Background: an optimization exercise with open tools, aiming at small area and a short achievable clock period. Do not read the settings as production practice. Function was not checked in any run shown here: the RTL went through the layout flow alone.

==> flow/design.v, too long to show whole: its modules and the start of the top module <==
// module gardner_ted: 965 lines
// module loop_filter_pi: 312 lines
// module symbol_nco: 32 lines
// module timing_recovery_top: 39 lines
module timing_recovery_top (
  input  logic               clk,
  input  logic               reset_n,
  input  logic [31:0]        sample_i,     
  output logic [31:0]        sym_o,        
  output logic               sym_valid_o,
  output logic [18:0]        err_o,        
  output logic signed [11:0] ctrl_o
);
  // ...
==> flow/flow/run.sh <==
#!/bin/bash
# The standard layout (the standard.sh, unchanged synthesis and steps) with
# two make settings: the timing repair steps aim for 6.6 ns of setup slack
# (SETUP_SLACK_MARGIN=6.6), and every input and output port still gets its own
# buffer, but a buf_1 rather than the default delay buffer (BUFFER_PORTS_ARGS);
# the repair steps resize the ones on critical paths. The make output goes to
# standard_flow.log; each ORFS step also keeps its own log under orfs/logs.
set -euo pipefail
bash standard.sh SETUP_SLACK_MARGIN=6.6 "BUFFER_PORTS_ARGS=-buffer_cell sky130_fd_sc_hd__buf_1" finish > standard_flow.log 2>&1
==> flow/standard.sh <==
#!/bin/bash
# synth_recipe.tcl (not shown) runs the flow's synth.tcl, then flattens the netlist and writes it again
# the make line also repeats each setting of config.mk as NAME=value (left out here)
make -C /OpenROAD-flow-scripts/flow DESIGN_CONFIG=/design/flow/config.mk WORK_HOME=/design/flow/orfs CLKGATE_MAP_FILE= SYNTH_SCRIPT=/design/flow/synth_recipe.tcl "${@:-finish}"
==> flow/config.mk <==
export PLATFORM = sky130hd
export DESIGN_NAME = timing_recovery_top
export DESIGN_NICKNAME = timing_recovery_top
export VERILOG_FILES = /design/flow/design.v
export SDC_FILE = /design/flow/constraint.sdc
export NUM_CORES = 4
export LEC_CHECK = 0
export CAP_MARGIN = 20
export CORE_MARGIN = 2
export CORE_UTILIZATION = 40
export CTS_CLUSTER_DIAMETER = 100
export CTS_CLUSTER_SIZE = 25
export SLEW_MARGIN = 20
==> flow/constraint.sdc <==
create_clock -name core_clock -period 12.0 [get_ports {clk}]
set_input_delay 2.4000 -clock core_clock [delete_from_list [all_inputs] [get_ports {clk}]]
set_output_delay 2.4000 -clock core_clock [all_outputs]
set_load 0.01 [all_outputs]
==> results.py, run 1 <==
metrics = {
    "final_layout": {
        "antenna_cells_inserted": 0,
        "multiInputCombCellCount": 1641,
    },
    "setup_path": {
        "regToRegSetupSlack_ps": 6660,
        "path_max_fanout": 4,
        "critical_path.max_stage_delay_ps": 350,
        "cp.buffers_inverters": 4,
        "start_kind": "register",
    },
    "clock_network": {
        "clkLatencyLatePin_ps": 580,
        "clock_sinks": 429,
    },
    "floorplanning": {
        "io-pin-count": 98,
    },
    "sta": {
        "timing.final.setup_violations": 0,
        "worst_slew_pin_slew_ps": 1040,
        "worst_slack_ps": 6570,
    },
    "yosys": {
        "synth_area_per_cell_um2": 10.3,
        "synth_compound_area_frac": 0.138,
        "synth_xor_xnor_area_share": 0.167,
        "netlist_area_um2": 23900,
    },
    "detailed_routing": {
        "met3_length_um": 3550,
    },
    "grt": {
        "grt_max_degree": 38,
        "met3_usage": 0.0245,
    },
    "hold_path": {
        "whs_endpoint": "u_ted.dline[7][17]",
    },
    "placed_design": {
        "place.port_buffers": 97,
    },
    "outcome": {
        "result_of_the_run": "no timing/DRC/antenna violations",
    },
}
==> module loop_filter_pi, before the edit <==
module loop_filter_pi (
  input  logic               clk,
  input  logic               reset_n,
  input  logic [18:0]        err_i,    
  output logic signed [11:0] ctrl_o
);
  logic [17:0] err;
  logic [14:0] a15, b15, i15;       
  logic [11:0] integ, ctrl_q;
  assign err = err_i[18:1];
  assign a15 = {{5{err[17]}}, err[17:8]};
  assign b15 = {err[17], err[17:4]};
  assign i15 = {{3{integ[11]}}, integ};
  logic [12:0] isum, isum_a, isum_b, isum_x;
  assign isum_a = a15[12:0];
  assign isum_b = i15[12:0];
  assign isum_x = isum_a ^ isum_b;
  logic [13:0] isum_g0, isum_p0;
  assign isum_g0 = {isum_a & isum_b, 1'b0};
  assign isum_p0 = {isum_x, 1'b0};
  logic [13:0] isum_g1, isum_p1;
  assign isum_g1[0] = isum_g0[0];
  assign isum_p1[0] = isum_p0[0];
  assign isum_g1[1] = isum_g0[1] | (isum_p0[1] & isum_g0[0]);
  assign isum_p1[1] = isum_p0[1] & isum_p0[0];
  assign isum_g1[2] = isum_g0[2] | (isum_p0[2] & isum_g0[1]);
  assign isum_p1[2] = isum_p0[2] & isum_p0[1];
  assign isum_g1[3] = isum_g0[3] | (isum_p0[3] & isum_g0[2]);
  assign isum_p1[3] = isum_p0[3] & isum_p0[2];
  assign isum_g1[4] = isum_g0[4] | (isum_p0[4] & isum_g0[3]);
  assign isum_p1[4] = isum_p0[4] & isum_p0[3];
  assign isum_g1[5] = isum_g0[5] | (isum_p0[5] & isum_g0[4]);
  assign isum_p1[5] = isum_p0[5] & isum_p0[4];
  assign isum_g1[6] = isum_g0[6] | (isum_p0[6] & isum_g0[5]);
  assign isum_p1[6] = isum_p0[6] & isum_p0[5];
  assign isum_g1[7] = isum_g0[7] | (isum_p0[7] & isum_g0[6]);
  assign isum_p1[7] = isum_p0[7] & isum_p0[6];
  assign isum_g1[8] = isum_g0[8] | (isum_p0[8] & isum_g0[7]);
  assign isum_p1[8] = isum_p0[8] & isum_p0[7];
  assign isum_g1[9] = isum_g0[9] | (isum_p0[9] & isum_g0[8]);
  assign isum_p1[9] = isum_p0[9] & isum_p0[8];
  assign isum_g1[10] = isum_g0[10] | (isum_p0[10] & isum_g0[9]);
  assign isum_p1[10] = isum_p0[10] & isum_p0[9];
  assign isum_g1[11] = isum_g0[11] | (isum_p0[11] & isum_g0[10]);
  assign isum_p1[11] = isum_p0[11] & isum_p0[10];
  assign isum_g1[12] = isum_g0[12] | (isum_p0[12] & isum_g0[11]);
  assign isum_p1[12] = isum_p0[12] & isum_p0[11];
  assign isum_g1[13] = isum_g0[13] | (isum_p0[13] & isum_g0[12]);
  assign isum_p1[13] = isum_p0[13] & isum_p0[12];
  logic [13:0] isum_g2, isum_p2;
  assign isum_g2[0] = isum_g1[0];
  assign isum_p2[0] = isum_p1[0];
  assign isum_g2[1] = isum_g1[1];
  assign isum_p2[1] = isum_p1[1];
  assign isum_g2[2] = isum_g1[2] | (isum_p1[2] & isum_g1[0]);
  assign isum_p2[2] = isum_p1[2] & isum_p1[0];
  assign isum_g2[3] = isum_g1[3] | (isum_p1[3] & isum_g1[1]);
  assign isum_p2[3] = isum_p1[3] & isum_p1[1];
  assign isum_g2[4] = isum_g1[4] | (isum_p1[4] & isum_g1[2]);
  assign isum_p2[4] = isum_p1[4] & isum_p1[2];
  assign isum_g2[5] = isum_g1[5] | (isum_p1[5] & isum_g1[3]);
  assign isum_p2[5] = isum_p1[5] & isum_p1[3];
  assign isum_g2[6] = isum_g1[6] | (isum_p1[6] & isum_g1[4]);
  assign isum_p2[6] = isum_p1[6] & isum_p1[4];
  assign isum_g2[7] = isum_g1[7] | (isum_p1[7] & isum_g1[5]);
  assign isum_p2[7] = isum_p1[7] & isum_p1[5];
  assign isum_g2[8] = isum_g1[8] | (isum_p1[8] & isum_g1[6]);
  assign isum_p2[8] = isum_p1[8] & isum_p1[6];
  assign isum_g2[9] = isum_g1[9] | (isum_p1[9] & isum_g1[7]);
  assign isum_p2[9] = isum_p1[9] & isum_p1[7];
  assign isum_g2[10] = isum_g1[10] | (isum_p1[10] & isum_g1[8]);
  assign isum_p2[10] = isum_p1[10] & isum_p1[8];
  assign isum_g2[11] = isum_g1[11] | (isum_p1[11] & isum_g1[9]);
  assign isum_p2[11] = isum_p1[11] & isum_p1[9];
  assign isum_g2[12] = isum_g1[12] | (isum_p1[12] & isum_g1[10]);
  assign isum_p2[12] = isum_p1[12] & isum_p1[10];
  assign isum_g2[13] = isum_g1[13] | (isum_p1[13] & isum_g1[11]);
  assign isum_p2[13] = isum_p1[13] & isum_p1[11];
  logic [13:0] isum_g3, isum_p3;
  assign isum_g3[0] = isum_g2[0];
  assign isum_p3[0] = isum_p2[0];
  assign isum_g3[1] = isum_g2[1];
  assign isum_p3[1] = isum_p2[1];
  assign isum_g3[2] = isum_g2[2];
  assign isum_p3[2] = isum_p2[2];
  assign isum_g3[3] = isum_g2[3];
  assign isum_p3[3] = isum_p2[3];
  assign isum_g3[4] = isum_g2[4] | (isum_p2[4] & isum_g2[0]);
  assign isum_p3[4] = isum_p2[4] & isum_p2[0];
  assign isum_g3[5] = isum_g2[5] | (isum_p2[5] & isum_g2[1]);
  assign isum_p3[5] = isum_p2[5] & isum_p2[1];
  assign isum_g3[6] = isum_g2[6] | (isum_p2[6] & isum_g2[2]);
  assign isum_p3[6] = isum_p2[6] & isum_p2[2];
  assign isum_g3[7] = isum_g2[7] | (isum_p2[7] & isum_g2[3]);
  assign isum_p3[7] = isum_p2[7] & isum_p2[3];
  assign isum_g3[8] = isum_g2[8] | (isum_p2[8] & isum_g2[4]);
  assign isum_p3[8] = isum_p2[8] & isum_p2[4];
  assign isum_g3[9] = isum_g2[9] | (isum_p2[9] & isum_g2[5]);
  assign isum_p3[9] = isum_p2[9] & isum_p2[5];
  assign isum_g3[10] = isum_g2[10] | (isum_p2[10] & isum_g2[6]);
  assign isum_p3[10] = isum_p2[10] & isum_p2[6];
  assign isum_g3[11] = isum_g2[11] | (isum_p2[11] & isum_g2[7]);
  assign isum_p3[11] = isum_p2[11] & isum_p2[7];
  assign isum_g3[12] = isum_g2[12] | (isum_p2[12] & isum_g2[8]);
  assign isum_p3[12] = isum_p2[12] & isum_p2[8];
  assign isum_g3[13] = isum_g2[13] | (isum_p2[13] & isum_g2[9]);
  assign isum_p3[13] = isum_p2[13] & isum_p2[9];
  logic [13:0] isum_g4, isum_p4;
  assign isum_g4[0] = isum_g3[0];
  assign isum_p4[0] = isum_p3[0];
  assign isum_g4[1] = isum_g3[1];
  assign isum_p4[1] = isum_p3[1];
  assign isum_g4[2] = isum_g3[2];
  assign isum_p4[2] = isum_p3[2];
  assign isum_g4[3] = isum_g3[3];
  assign isum_p4[3] = isum_p3[3];
  assign isum_g4[4] = isum_g3[4];
  assign isum_p4[4] = isum_p3[4];
  assign isum_g4[5] = isum_g3[5];
  assign isum_p4[5] = isum_p3[5];
  assign isum_g4[6] = isum_g3[6];
  assign isum_p4[6] = isum_p3[6];
  assign isum_g4[7] = isum_g3[7];
  assign isum_p4[7] = isum_p3[7];
  assign isum_g4[8] = isum_g3[8] | (isum_p3[8] & isum_g3[0]);
  assign isum_p4[8] = isum_p3[8] & isum_p3[0];
  assign isum_g4[9] = isum_g3[9] | (isum_p3[9] & isum_g3[1]);
  assign isum_p4[9] = isum_p3[9] & isum_p3[1];
  assign isum_g4[10] = isum_g3[10] | (isum_p3[10] & isum_g3[2]);
  assign isum_p4[10] = isum_p3[10] & isum_p3[2];
  assign isum_g4[11] = isum_g3[11] | (isum_p3[11] & isum_g3[3]);
  assign isum_p4[11] = isum_p3[11] & isum_p3[3];
  assign isum_g4[12] = isum_g3[12] | (isum_p3[12] & isum_g3[4]);
  assign isum_p4[12] = isum_p3[12] & isum_p3[4];
  assign isum_g4[13] = isum_g3[13] | (isum_p3[13] & isum_g3[5]);
  assign isum_p4[13] = isum_p3[13] & isum_p3[5];
  assign isum = isum_x ^ isum_g4[12:0];
  logic ovp, ovn;
  assign ovp = ~isum[12] &  isum[11];
  assign ovn =  isum[12] & ~isum[11];
  logic [11:0] integ_nxt;
  assign integ_nxt = ovp ? 12'h7ff : ovn ? 12'h800 : isum[11:0];
  logic [14:0] cs_s, cs_c, cs_t;
  assign cs_t = a15 ^ b15;
  assign cs_s = cs_t ^ i15;
  always_comb for (int k = 0; k < 15; k++) cs_c[k] = cs_t[k] ? i15[k] : a15[k];
  logic [14:0] ysum, ysum_a, ysum_b, ysum_x;
  assign ysum_a = cs_s;
  assign ysum_b = {cs_c[13:0], 1'b0};
  assign ysum_x = ysum_a ^ ysum_b;
  logic [15:0] ysum_g0, ysum_p0;
  assign ysum_g0 = {ysum_a & ysum_b, 1'b0};
  assign ysum_p0 = {ysum_x, 1'b0};
  logic [15:0] ysum_g1, ysum_p1;
  assign ysum_g1[0] = ysum_g0[0];
  assign ysum_p1[0] = ysum_p0[0];
  assign ysum_g1[1] = ysum_g0[1] | (ysum_p0[1] & ysum_g0[0]);
  assign ysum_p1[1] = ysum_p0[1] & ysum_p0[0];
  assign ysum_g1[2] = ysum_g0[2] | (ysum_p0[2] & ysum_g0[1]);
  assign ysum_p1[2] = ysum_p0[2] & ysum_p0[1];
  assign ysum_g1[3] = ysum_g0[3] | (ysum_p0[3] & ysum_g0[2]);
  assign ysum_p1[3] = ysum_p0[3] & ysum_p0[2];
  assign ysum_g1[4] = ysum_g0[4] | (ysum_p0[4] & ysum_g0[3]);
  assign ysum_p1[4] = ysum_p0[4] & ysum_p0[3];
  assign ysum_g1[5] = ysum_g0[5] | (ysum_p0[5] & ysum_g0[4]);
  assign ysum_p1[5] = ysum_p0[5] & ysum_p0[4];
  assign ysum_g1[6] = ysum_g0[6] | (ysum_p0[6] & ysum_g0[5]);
  assign ysum_p1[6] = ysum_p0[6] & ysum_p0[5];
  assign ysum_g1[7] = ysum_g0[7] | (ysum_p0[7] & ysum_g0[6]);
  assign ysum_p1[7] = ysum_p0[7] & ysum_p0[6];
  assign ysum_g1[8] = ysum_g0[8] | (ysum_p0[8] & ysum_g0[7]);
  assign ysum_p1[8] = ysum_p0[8] & ysum_p0[7];
  assign ysum_g1[9] = ysum_g0[9] | (ysum_p0[9] & ysum_g0[8]);
  assign ysum_p1[9] = ysum_p0[9] & ysum_p0[8];
  assign ysum_g1[10] = ysum_g0[10] | (ysum_p0[10] & ysum_g0[9]);
  assign ysum_p1[10] = ysum_p0[10] & ysum_p0[9];
  assign ysum_g1[11] = ysum_g0[11] | (ysum_p0[11] & ysum_g0[10]);
  assign ysum_p1[11] = ysum_p0[11] & ysum_p0[10];
  assign ysum_g1[12] = ysum_g0[12] | (ysum_p0[12] & ysum_g0[11]);
  assign ysum_p1[12] = ysum_p0[12] & ysum_p0[11];
  assign ysum_g1[13] = ysum_g0[13] | (ysum_p0[13] & ysum_g0[12]);
  assign ysum_p1[13] = ysum_p0[13] & ysum_p0[12];
  assign ysum_g1[14] = ysum_g0[14] | (ysum_p0[14] & ysum_g0[13]);
  assign ysum_p1[14] = ysum_p0[14] & ysum_p0[13];
  assign ysum_g1[15] = ysum_g0[15] | (ysum_p0[15] & ysum_g0[14]);
  assign ysum_p1[15] = ysum_p0[15] & ysum_p0[14];
  logic [15:0] ysum_g2, ysum_p2;
  assign ysum_g2[0] = ysum_g1[0];
  assign ysum_p2[0] = ysum_p1[0];
  assign ysum_g2[1] = ysum_g1[1];
  assign ysum_p2[1] = ysum_p1[1];
  assign ysum_g2[2] = ysum_g1[2] | (ysum_p1[2] & ysum_g1[0]);
  assign ysum_p2[2] = ysum_p1[2] & ysum_p1[0];
  assign ysum_g2[3] = ysum_g1[3] | (ysum_p1[3] & ysum_g1[1]);
  assign ysum_p2[3] = ysum_p1[3] & ysum_p1[1];
  assign ysum_g2[4] = ysum_g1[4] | (ysum_p1[4] & ysum_g1[2]);
  assign ysum_p2[4] = ysum_p1[4] & ysum_p1[2];
  assign ysum_g2[5] = ysum_g1[5] | (ysum_p1[5] & ysum_g1[3]);
  assign ysum_p2[5] = ysum_p1[5] & ysum_p1[3];
  assign ysum_g2[6] = ysum_g1[6] | (ysum_p1[6] & ysum_g1[4]);
  assign ysum_p2[6] = ysum_p1[6] & ysum_p1[4];
  assign ysum_g2[7] = ysum_g1[7] | (ysum_p1[7] & ysum_g1[5]);
  assign ysum_p2[7] = ysum_p1[7] & ysum_p1[5];
  assign ysum_g2[8] = ysum_g1[8] | (ysum_p1[8] & ysum_g1[6]);
  assign ysum_p2[8] = ysum_p1[8] & ysum_p1[6];
  assign ysum_g2[9] = ysum_g1[9] | (ysum_p1[9] & ysum_g1[7]);
  assign ysum_p2[9] = ysum_p1[9] & ysum_p1[7];
  assign ysum_g2[10] = ysum_g1[10] | (ysum_p1[10] & ysum_g1[8]);
  assign ysum_p2[10] = ysum_p1[10] & ysum_p1[8];
  assign ysum_g2[11] = ysum_g1[11] | (ysum_p1[11] & ysum_g1[9]);
  assign ysum_p2[11] = ysum_p1[11] & ysum_p1[9];
  assign ysum_g2[12] = ysum_g1[12] | (ysum_p1[12] & ysum_g1[10]);
  assign ysum_p2[12] = ysum_p1[12] & ysum_p1[10];
  assign ysum_g2[13] = ysum_g1[13] | (ysum_p1[13] & ysum_g1[11]);
  assign ysum_p2[13] = ysum_p1[13] & ysum_p1[11];
  assign ysum_g2[14] = ysum_g1[14] | (ysum_p1[14] & ysum_g1[12]);
  assign ysum_p2[14] = ysum_p1[14] & ysum_p1[12];
  assign ysum_g2[15] = ysum_g1[15] | (ysum_p1[15] & ysum_g1[13]);
  assign ysum_p2[15] = ysum_p1[15] & ysum_p1[13];
  logic [15:0] ysum_g3, ysum_p3;
  assign ysum_g3[0] = ysum_g2[0];
  assign ysum_p3[0] = ysum_p2[0];
  assign ysum_g3[1] = ysum_g2[1];
  assign ysum_p3[1] = ysum_p2[1];
  assign ysum_g3[2] = ysum_g2[2];
  assign ysum_p3[2] = ysum_p2[2];
  assign ysum_g3[3] = ysum_g2[3];
  assign ysum_p3[3] = ysum_p2[3];
  assign ysum_g3[4] = ysum_g2[4] | (ysum_p2[4] & ysum_g2[0]);
  assign ysum_p3[4] = ysum_p2[4] & ysum_p2[0];
  assign ysum_g3[5] = ysum_g2[5] | (ysum_p2[5] & ysum_g2[1]);
  assign ysum_p3[5] = ysum_p2[5] & ysum_p2[1];
  assign ysum_g3[6] = ysum_g2[6] | (ysum_p2[6] & ysum_g2[2]);
  assign ysum_p3[6] = ysum_p2[6] & ysum_p2[2];
  assign ysum_g3[7] = ysum_g2[7] | (ysum_p2[7] & ysum_g2[3]);
  assign ysum_p3[7] = ysum_p2[7] & ysum_p2[3];
  assign ysum_g3[8] = ysum_g2[8] | (ysum_p2[8] & ysum_g2[4]);
  assign ysum_p3[8] = ysum_p2[8] & ysum_p2[4];
  assign ysum_g3[9] = ysum_g2[9] | (ysum_p2[9] & ysum_g2[5]);
  assign ysum_p3[9] = ysum_p2[9] & ysum_p2[5];
  assign ysum_g3[10] = ysum_g2[10] | (ysum_p2[10] & ysum_g2[6]);
  assign ysum_p3[10] = ysum_p2[10] & ysum_p2[6];
  assign ysum_g3[11] = ysum_g2[11] | (ysum_p2[11] & ysum_g2[7]);
  assign ysum_p3[11] = ysum_p2[11] & ysum_p2[7];
  assign ysum_g3[12] = ysum_g2[12] | (ysum_p2[12] & ysum_g2[8]);
  assign ysum_p3[12] = ysum_p2[12] & ysum_p2[8];
  assign ysum_g3[13] = ysum_g2[13] | (ysum_p2[13] & ysum_g2[9]);
  assign ysum_p3[13] = ysum_p2[13] & ysum_p2[9];
  assign ysum_g3[14] = ysum_g2[14] | (ysum_p2[14] & ysum_g2[10]);
  assign ysum_p3[14] = ysum_p2[14] & ysum_p2[10];
  assign ysum_g3[15] = ysum_g2[15] | (ysum_p2[15] & ysum_g2[11]);
  assign ysum_p3[15] = ysum_p2[15] & ysum_p2[11];
  logic [15:0] ysum_g4, ysum_p4;
  assign ysum_g4[0] = ysum_g3[0];
  assign ysum_p4[0] = ysum_p3[0];
  assign ysum_g4[1] = ysum_g3[1];
  assign ysum_p4[1] = ysum_p3[1];
  assign ysum_g4[2] = ysum_g3[2];
  assign ysum_p4[2] = ysum_p3[2];
  assign ysum_g4[3] = ysum_g3[3];
  assign ysum_p4[3] = ysum_p3[3];
  assign ysum_g4[4] = ysum_g3[4];
  assign ysum_p4[4] = ysum_p3[4];
  assign ysum_g4[5] = ysum_g3[5];
  assign ysum_p4[5] = ysum_p3[5];
  assign ysum_g4[6] = ysum_g3[6];
  assign ysum_p4[6] = ysum_p3[6];
  assign ysum_g4[7] = ysum_g3[7];
  assign ysum_p4[7] = ysum_p3[7];
  assign ysum_g4[8] = ysum_g3[8] | (ysum_p3[8] & ysum_g3[0]);
  assign ysum_p4[8] = ysum_p3[8] & ysum_p3[0];
  assign ysum_g4[9] = ysum_g3[9] | (ysum_p3[9] & ysum_g3[1]);
  assign ysum_p4[9] = ysum_p3[9] & ysum_p3[1];
  assign ysum_g4[10] = ysum_g3[10] | (ysum_p3[10] & ysum_g3[2]);
  assign ysum_p4[10] = ysum_p3[10] & ysum_p3[2];
  assign ysum_g4[11] = ysum_g3[11] | (ysum_p3[11] & ysum_g3[3]);
  assign ysum_p4[11] = ysum_p3[11] & ysum_p3[3];
  assign ysum_g4[12] = ysum_g3[12] | (ysum_p3[12] & ysum_g3[4]);
  assign ysum_p4[12] = ysum_p3[12] & ysum_p3[4];
  assign ysum_g4[13] = ysum_g3[13] | (ysum_p3[13] & ysum_g3[5]);
  assign ysum_p4[13] = ysum_p3[13] & ysum_p3[5];
  assign ysum_g4[14] = ysum_g3[14] | (ysum_p3[14] & ysum_g3[6]);
  assign ysum_p4[14] = ysum_p3[14] & ysum_p3[6];
  assign ysum_g4[15] = ysum_g3[15] | (ysum_p3[15] & ysum_g3[7]);
  assign ysum_p4[15] = ysum_p3[15] & ysum_p3[7];
  assign ysum = ysum_x ^ ysum_g4[14:0];
  function automatic logic [11:0] sat12(input logic [14:0] x);
    if (!x[14] && (x[13:11] != 3'b000))      sat12 = 12'h7ff;
    else if (x[14] && (x[13:11] != 3'b111))  sat12 = 12'h800;
    else                                     sat12 = x[11:0];
  endfunction
  logic [11:0] zdec, zs, ws;
  logic        bpos, bneg4k, bge4k;
  assign zdec   = b15[11:0] - 12'd1;
  assign bpos   = ~b15[14] & (b15[13:0] != 14'd0);
  assign bneg4k = b15[14] & (b15[13:12] != 2'b11);
  assign zs     = bpos ? 12'h7ff : bneg4k ? 12'h800 : zdec;
  assign bge4k  = ~b15[14] & (b15[13:12] != 2'b00);
  assign ws     = bge4k ? 12'h7ff : b15[14] ? 12'h800 : {~b15[11], b15[10:0]};
  logic [11:0] ctrl_nxt;
  assign ctrl_nxt = ovp ? zs : ovn ? ws : sat12(ysum);
  always_ff @(posedge clk) begin
    if (!reset_n) begin
      integ  <= '0;
      ctrl_q <= '0;
    end else if (err_i[0]) begin
      integ  <= integ_nxt;
      ctrl_q <= ctrl_nxt;
    end
  end
  assign ctrl_o = ctrl_q;
endmodule
==> inputs of run 2 (changes only) <==
--- a/flow/design.v
+++ b/flow/design.v
@@ -299,5 +299,5 @@
   assign t253 = pp_q1_124 ^ s245;
   assign s251 = t253 ^ c241;
-  assign c252 = (pp_q1_124 & s245) | (c241 & t253);
+  assign c252 = t253 ? c241 : pp_q1_124;
   assign s254 = s248 ^ c244;
   assign c255 = s248 & c244;
@@ -338,5 +338,5 @@
   assign t292 = pp_q2_142 ^ c268;
   assign s290 = t292 ^ c271;
-  assign c291 = (pp_q2_142 & c268) | (c271 & t292);
+  assign c291 = t292 ? c271 : pp_q2_142;
   assign t295 = c274 ^ s284;
   assign s293 = t295 ^ s287;
@@ -381,5 +381,5 @@
   assign t335 = c302 ^ c305;
   assign s333 = t335 ^ c308;
-  assign c334 = (c302 & c305) | (c308 & t335);
+  assign c334 = t335 ? c308 : c302;
   assign t338 = s324 ^ s327;
   assign s336 = t338 ^ s330;
@@ -407,5 +407,5 @@
   assign t361 = pp_q4_173 ^ s347;
   assign s359 = t361 ^ c325;
-  assign c360 = (pp_q4_173 & s347) | (c325 & t361);
+  assign c360 = t361 ? c325 : pp_q4_173;
   assign t364 = c328 ^ c331;
   assign s362 = t364 ^ s350;
@@ -436,5 +436,5 @@
   assign t390 = c351 ^ c354;
   assign s388 = t390 ^ c357;
-  assign c389 = (c351 & c354) | (c357 & t390);
+  assign c389 = t390 ? c357 : c351;
   assign t393 = s376 ^ s379;
   assign s391 = t393 ^ s382;
@@ -468,5 +468,5 @@
   assign t422 = s405 ^ c377;
   assign s420 = t422 ^ c380;
-  assign c421 = (s405 & c377) | (c380 & t422);
+  assign c421 = t422 ? c380 : s405;
   assign t425 = c383 ^ s408;
   assign s423 = t425 ^ s411;
@@ -500,8 +500,8 @@
   assign t454 = pp_q5_187 ^ c406;
   assign s452 = t454 ^ c409;
-  assign c453 = (pp_q5_187 & c406) | (c409 & t454);
+  assign c453 = t454 ? c409 : pp_q5_187;
   assign t457 = c412 ^ c415;
   assign s455 = t457 ^ c418;
-  assign c456 = (c412 & c415) | (c418 & t457);
+  assign c456 = t457 ? c418 : c412;
   assign t460 = s440 ^ s443;
   assign s458 = t460 ^ s446;
@@ -541,5 +541,5 @@
   assign t495 = c441 ^ c444;
   assign s493 = t495 ^ c447;
-  assign c494 = (c441 & c444) | (c447 & t495);
+  assign c494 = t495 ? c447 : c441;
   assign t498 = c450 ^ s478;
   assign s496 = t498 ^ s481;
@@ -579,5 +579,5 @@
   assign t533 = c476 ^ c479;
   assign s531 = t533 ^ c482;
-  assign c532 = (c476 & c479) | (c482 & t533);
+  assign c532 = t533 ? c482 : c476;
   assign t536 = c485 ^ c488;
   assign s534 = t536 ^ s516;
@@ -623,8 +623,8 @@
   assign t577 = pp_q7_206 ^ s557;
   assign s575 = t577 ^ c517;
-  assign c576 = (pp_q7_206 & s557) | (c517 & t577);
+  assign c576 = t577 ? c517 : pp_q7_206;
   assign t580 = c520 ^ c523;
   assign s578 = t580 ^ c526;
-  assign c579 = (c520 & c523) | (c526 & t580);
+  assign c579 = t580 ? c526 : c520;
   assign t583 = c529 ^ s560;
   assign s581 = t583 ^ s563;
@@ -670,5 +670,5 @@
   assign t624 = c561 ^ c564;
   assign s622 = t624 ^ c567;
-  assign c623 = (c561 & c564) | (c567 & t624);
+  assign c623 = t624 ? c567 : c561;
   assign t627 = c570 ^ c573;
   assign s625 = t627 ^ s604;
@@ -714,8 +714,8 @@
   assign t668 = pp_q6_201 ^ pp_q7_208;
   assign s666 = t668 ^ c605;
-  assign c667 = (pp_q6_201 & pp_q7_208) | (c605 & t668);
+  assign c667 = t668 ? c605 : pp_q6_201;
   assign t671 = c608 ^ c611;
   assign s669 = t671 ^ c614;
-  assign c670 = (c608 & c611) | (c614 & t671);
+  assign c670 = t671 ? c614 : c608;
   assign t674 = c617 ^ s651;
   assign s672 = t674 ^ s654;
@@ -760,8 +760,8 @@
   assign t714 = pp_q7_209 ^ c652;
   assign s712 = t714 ^ c655;
-  assign c713 = (pp_q7_209 & c652) | (c655 & t714);
+  assign c713 = t714 ? c655 : pp_q7_209;
   assign t717 = c658 ^ c661;
   assign s715 = t717 ^ c664;
-  assign c716 = (c658 & c661) | (c664 & t717);
+  assign c716 = t717 ? c664 : c658;
   assign t720 = s698 ^ s700;
   assign s718 = t720 ^ s703;
@@ -804,8 +804,8 @@
   assign t758 = pp_q7_210 ^ c699;
   assign s756 = t758 ^ c701;
-  assign c757 = (pp_q7_210 & c699) | (c701 & t758);
+  assign c757 = t758 ? c701 : pp_q7_210;
   assign t761 = c704 ^ c707;
   assign s759 = t761 ^ c710;
-  assign c760 = (c704 & c707) | (c710 & t761);
+  assign c760 = t761 ? c710 : c704;
   assign t764 = s742 ^ s744;
   assign s762 = t764 ^ s747;
@@ -845,8 +845,8 @@
   assign t799 = pp_q7_211 ^ c743;
   assign s797 = t799 ^ c745;
-  assign c798 = (pp_q7_211 & c743) | (c745 & t799);
+  assign c798 = t799 ? c745 : pp_q7_211;
   assign t802 = c748 ^ c751;
   assign s800 = t802 ^ c754;
-  assign c801 = (c748 & c751) | (c754 & t802);
+  assign c801 = t802 ? c754 : c748;
   assign t805 = s785 ^ s788;
   assign s803 = t805 ^ s791;
@@ -1111,8 +1111,7 @@
   logic [11:0] integ_nxt;
   assign integ_nxt = ovp ? 12'h7ff : ovn ? 12'h800 : isum[11:0];
-  logic [14:0] cs_s, cs_c, cs_t;
-  assign cs_t = a15 ^ b15;
-  assign cs_s = cs_t ^ i15;
-  always_comb for (int k = 0; k < 15; k++) cs_c[k] = cs_t[k] ? i15[k] : a15[k];
+  logic [14:0] cs_s, cs_c;
+  assign cs_s = a15 ^ b15 ^ i15;
+  assign cs_c = (a15 & b15) | (a15 & i15) | (b15 & i15);
   logic [14:0] ysum, ysum_a, ysum_b, ysum_x;
   assign ysum_a = cs_s;
==> results.py, run 2 <==
metrics = {
    "clock_network": {
        "clkLatencyLatePin_ps": 590,
        "root_buffer": "sky130_fd_sc_hd__clkbuf_16",
        "clock_sinks": 429,
        "clockBufferDepth": 3,
        "cts-buffers-inserted": 23,
        "h-tree-depth": 1,
        "cts_tree": "yes",
        "cts_hold_repair.buffers": 0,
        "clock_pin_slew_reported_for_the_worst_setup_and_hold_paths_after_clock_tree_synthesis_ps": 90,
    },
    "yosys": {
        "synth-seq-cells": 429,
        "synthCells": 2366,
        "synth_most_common_cell": "sky130_fd_sc_hd__dfxtp_1",
        "post-synth-top-area-fraction": 0.334,
        "netlist_area_um2": 24500,
        "yosys-top-cells-count": "408 x sky130_fd_sc_hd__dfxtp_1, 291 x sky130_fd_sc_hd__xnor2_1, 174 x sky130_fd_sc_hd__a22oi_1",
        "post-synth-top-area-cell": "sky130_fd_sc_hd__dfxtp_1",
        "ys_types": 104,
        "synth_edf_count": 21,
        "synth_flop_cell": "sky130_fd_sc_hd__dfxtp_1",
        "synth_area_per_cell_um2": 10.3,
        "yosysSeqAreaShare": 0.360,
        "async_reset_ff_frac": 0,
        "netlist_top_cells_area": "sky130_fd_sc_hd__dfxtp_1 33%, sky130_fd_sc_hd__xnor2_1 10%, sky130_fd_sc_hd__fa_1 8.0%, sky130_fd_sc_hd__ha_1 6.6%, sky130_fd_sc_hd__xor2_1 6.0%",
        "ys.warnings.count": 4,
        "synth_fp_nets": 2627,
    },
    "final_layout": {
        "final.fill_count": 5606,
        "layout.cell_area.non_filler_um2": 27700,
        "largest_register_ffs": 320,
        "antenna_cells_inserted": 0,
        "final_core_util": 0.457,
        "final_cell_mix": "401 x sky130_fd_sc_hd__dfxtp_1, 279 x sky130_fd_sc_hd__xnor2_1, 161 x sky130_fd_sc_hd__a22oi_1",
        "layout-drive-gt1-share": 0.147,
        "largest_registers": "u_ted.dline x320, u_ted.t_q x42, u_ted.hp_q x21",
        "final_common_cell": "sky130_fd_sc_hd__dfxtp_1",
        "top_reg_by_flops": "u_ted.dline",
        "post_layout_nonfiller_instances": 3255,
        "layout.nets": 2726,
        "area.growth.synth_to_final_pct": 13.0,
    },
    "floorplanning": {
        "std_cell_rows": 90,
        "initial_utilization": 0.405,
        "io-pin-count": 98,
        "floorplan.die.width_um": 251,
        "dieArea_um2": 63200,
        "core_area_um2": 60500,
        "die-height_um": 251,
    },
    "sta": {
        "fmax_ghz": 0.171,
        "final_max_slew_viol_count": 0,
        "grt_setup_unrepaired": "yes",
        "timing.final.setup_violations": 0,
        "worst_slew_margin_rel": 0.528,
        "fin_worst_skew_ps": 22.5,
        "setup_total_negative_slack_ps": 0,
        "report.final.hold_viol_count": 0,
        "post-route-min-period_ps": 5840,
        "whs_ps": 327,
        "worst_slew_pin_slew_ps": 699,
        "period_share": 0.487,
    },
    "setup_path": {
        "critical_path.startpoint": "u_ted.t_q[9]",
        "rr_worst_depth": 27,
        "arrival_ps": 3440,
        "worst_r2r_startpoint": "u_ted.t_q[9]",
        "start_kind": "register",
        "crit_end": "err_o[18]",
        "worst_path_dominant_cell_family": "compound AO/OA/AOI/OAI gates",
        "timing_worst_setup_path_type": "reg2out",
        "path_max_fanout": 2,
        "cp.buffers_inverters": 3,
        "critical_path.endpoint_type": "primary output",
        "regToRegSetupSlack_ps": 6470,
        "critical_path.max_stage_delay_ps": 400,
        "timing.critical_path.required_ps": 9600,
        "endpoint_of_the_most_critical_register_to_register_path": "u_lf.ctrl_q[3]",
        "timing.critical_path.slowest_stage_cell": "sky130_fd_sc_hd__a221o_1",
        "path_depth": 13,
        "path_cells": "ha_4 > ha_4 > inv_2 > fa_2 > nor2b_2 > o21ai_2 > a21boi_2 > o21a_2 > a221o_1 > a31oi_4 > xor2_4 > clkinvlp_4 > buf_6",
        "timing.critical_path.mode_cell": "sky130_fd_sc_hd__ha_4",
    },
    "grt": {
        "track_usage": 0.201,
        "antenna_found_initial": 0,
        "grt_pass1_wl_um": 100000,
        "grt-busiest-layer": "met2",
        "grt.overflow.total": 0,
        "groute.layer.met2.usage": 0.333,
        "grt.met1_usage": 0.274,
        "number_of_global_route_vias_before_repair": 17500,
        "grt_max_degree": 45,
        "met3_usage": 0.0202,
    },
    "placed_design": {
        "placement.cell_area_um2": 25700,
        "dp_hpwl_um": 48100,
        "place.port_buffers": 97,
        "numPlacedInstances": 3165,
        "place_congestion": 0.923,
    },
    "detailed_routing": {
        "via_count": 17600,
        "wl_per_cell_um": 19.8,
        "routed_wl_um": 64400,
        "first_pass_iters": 6,
        "routed_via_density": 5.40,
        "dr.first_iter.drc_count": 1106,
        "post-route-drc-count": 0,
        "antenna_left": 0,
    },
    "job": {
        "max-cap-violations": 0,
    },
    "outcome": {
        "result_of_the_run": "no timing/DRC/antenna violations",
    },
    "hold_path": {
        "hold_path_class": "reg2reg",
    },
}
[run 2: how the worst min path moves through the flow]
stage	startpoint	end	slack [ps]	cells past startpoint
final	u_ted.dline[7][27]	u_ted.dline[8][27]	330	0
after CTS	u_ted.dline[7][23]	u_ted.dline[8][23]	310	0
after detailed placement	u_ted.dline[2][26]	u_ted.dline[3][26]	310	0
after global placement	u_ted.dline[6][8]	u_ted.dline[7][8]	310	0
after global routing	u_ted.dline[7][23]	u_ted.dline[8][23]	330	0
after floorplan	u_nco.la_q[0]	u_nco.la_q[1]	310	0
[run 2: cell families (layout without fill, tap and decap cells)]
group | Yosys count | after routing | synth area share
AOI/OAI and AO/OA | 502 | 503 | 0.146
xor gates and xnor gates | 467 | 467 | 0.171
adders and majority gates | 316 | 316 | 0.183
buffers and inverters | 242 | 348 | 0.0412
DFF | 429 | 429 | 0.360
muxes | 70 | 70 | 0.0297
and+or+nand+nor | 340 | 340 | 0.0693
[run 2: per-stage QoR]
| step | setup WS, ps |
|---|---|
| final | 6160 |
| after global routing | 6070 |
| after CTS | 6060 |
| after detailed placement | 5190 |
| after global placement | 5230 |
| after floorplan | 6080 |
[run 2: repair_timing]
item                       in CTS  in global routing
pin swaps                      18                 58
setup endpoints to repair      47                 36
resized for setup             115                 95
buffers inserted               26                 30
cloned                          1                  0
[run 2: metal layers]
metal  share of wire  up-vias
met5               0        -
met4           0.032        0
met3           0.049      101
met2            0.47      511
met1            0.45     8625
li1                -     8328
[run 2: layout make-up]
type                    count  area (um^2)  area share
flip-flops and latches    429         8810       0.319
repair buffers            197         1250      0.0452
clock inverters             7          103     0.00371
clock buffers              26          597      0.0216
inverters                 118          458      0.0166
multi-input cells        1696        15500       0.559
well taps                 782          978      0.0354

[port drivers added, routing unchanged]
In the flow no input, the clock included, has a driving cell. The finished layouts below were timed again as built, in two steps. Step 1, drivers: a clkbuf_16 drives clk and a buf_2 each remaining input, both assumed. Step 2, shift: input delay + t, output delay - t, t = (earliest + latest rising clock arrival at the registers) / 2. This alone moves slack from input paths to output paths. Slacks: ideal ports / drivers / drivers and shift; pairs: ideal ports / drivers.
| run | t, ns | setup slack, ns | hold slack, ns | slew at the worst register clock pin (ns) |
|---|---|---|---|---|
| run 1 | 0.631 | 6.574 / 6.513 / 6.169 | 0.325 / 0.325 / 0.325 | 0.10 / 0.10 |
| run 2 | 0.633 | 6.157 / 6.098 / 5.920 | 0.327 / 0.327 / 0.327 | 0.10 / 0.10 |
After both steps every run listed still meets setup and hold. For run 1, which loses most, drivers alone change the setup slack by -0.061 ns; drivers and shift together by -0.405 ns.
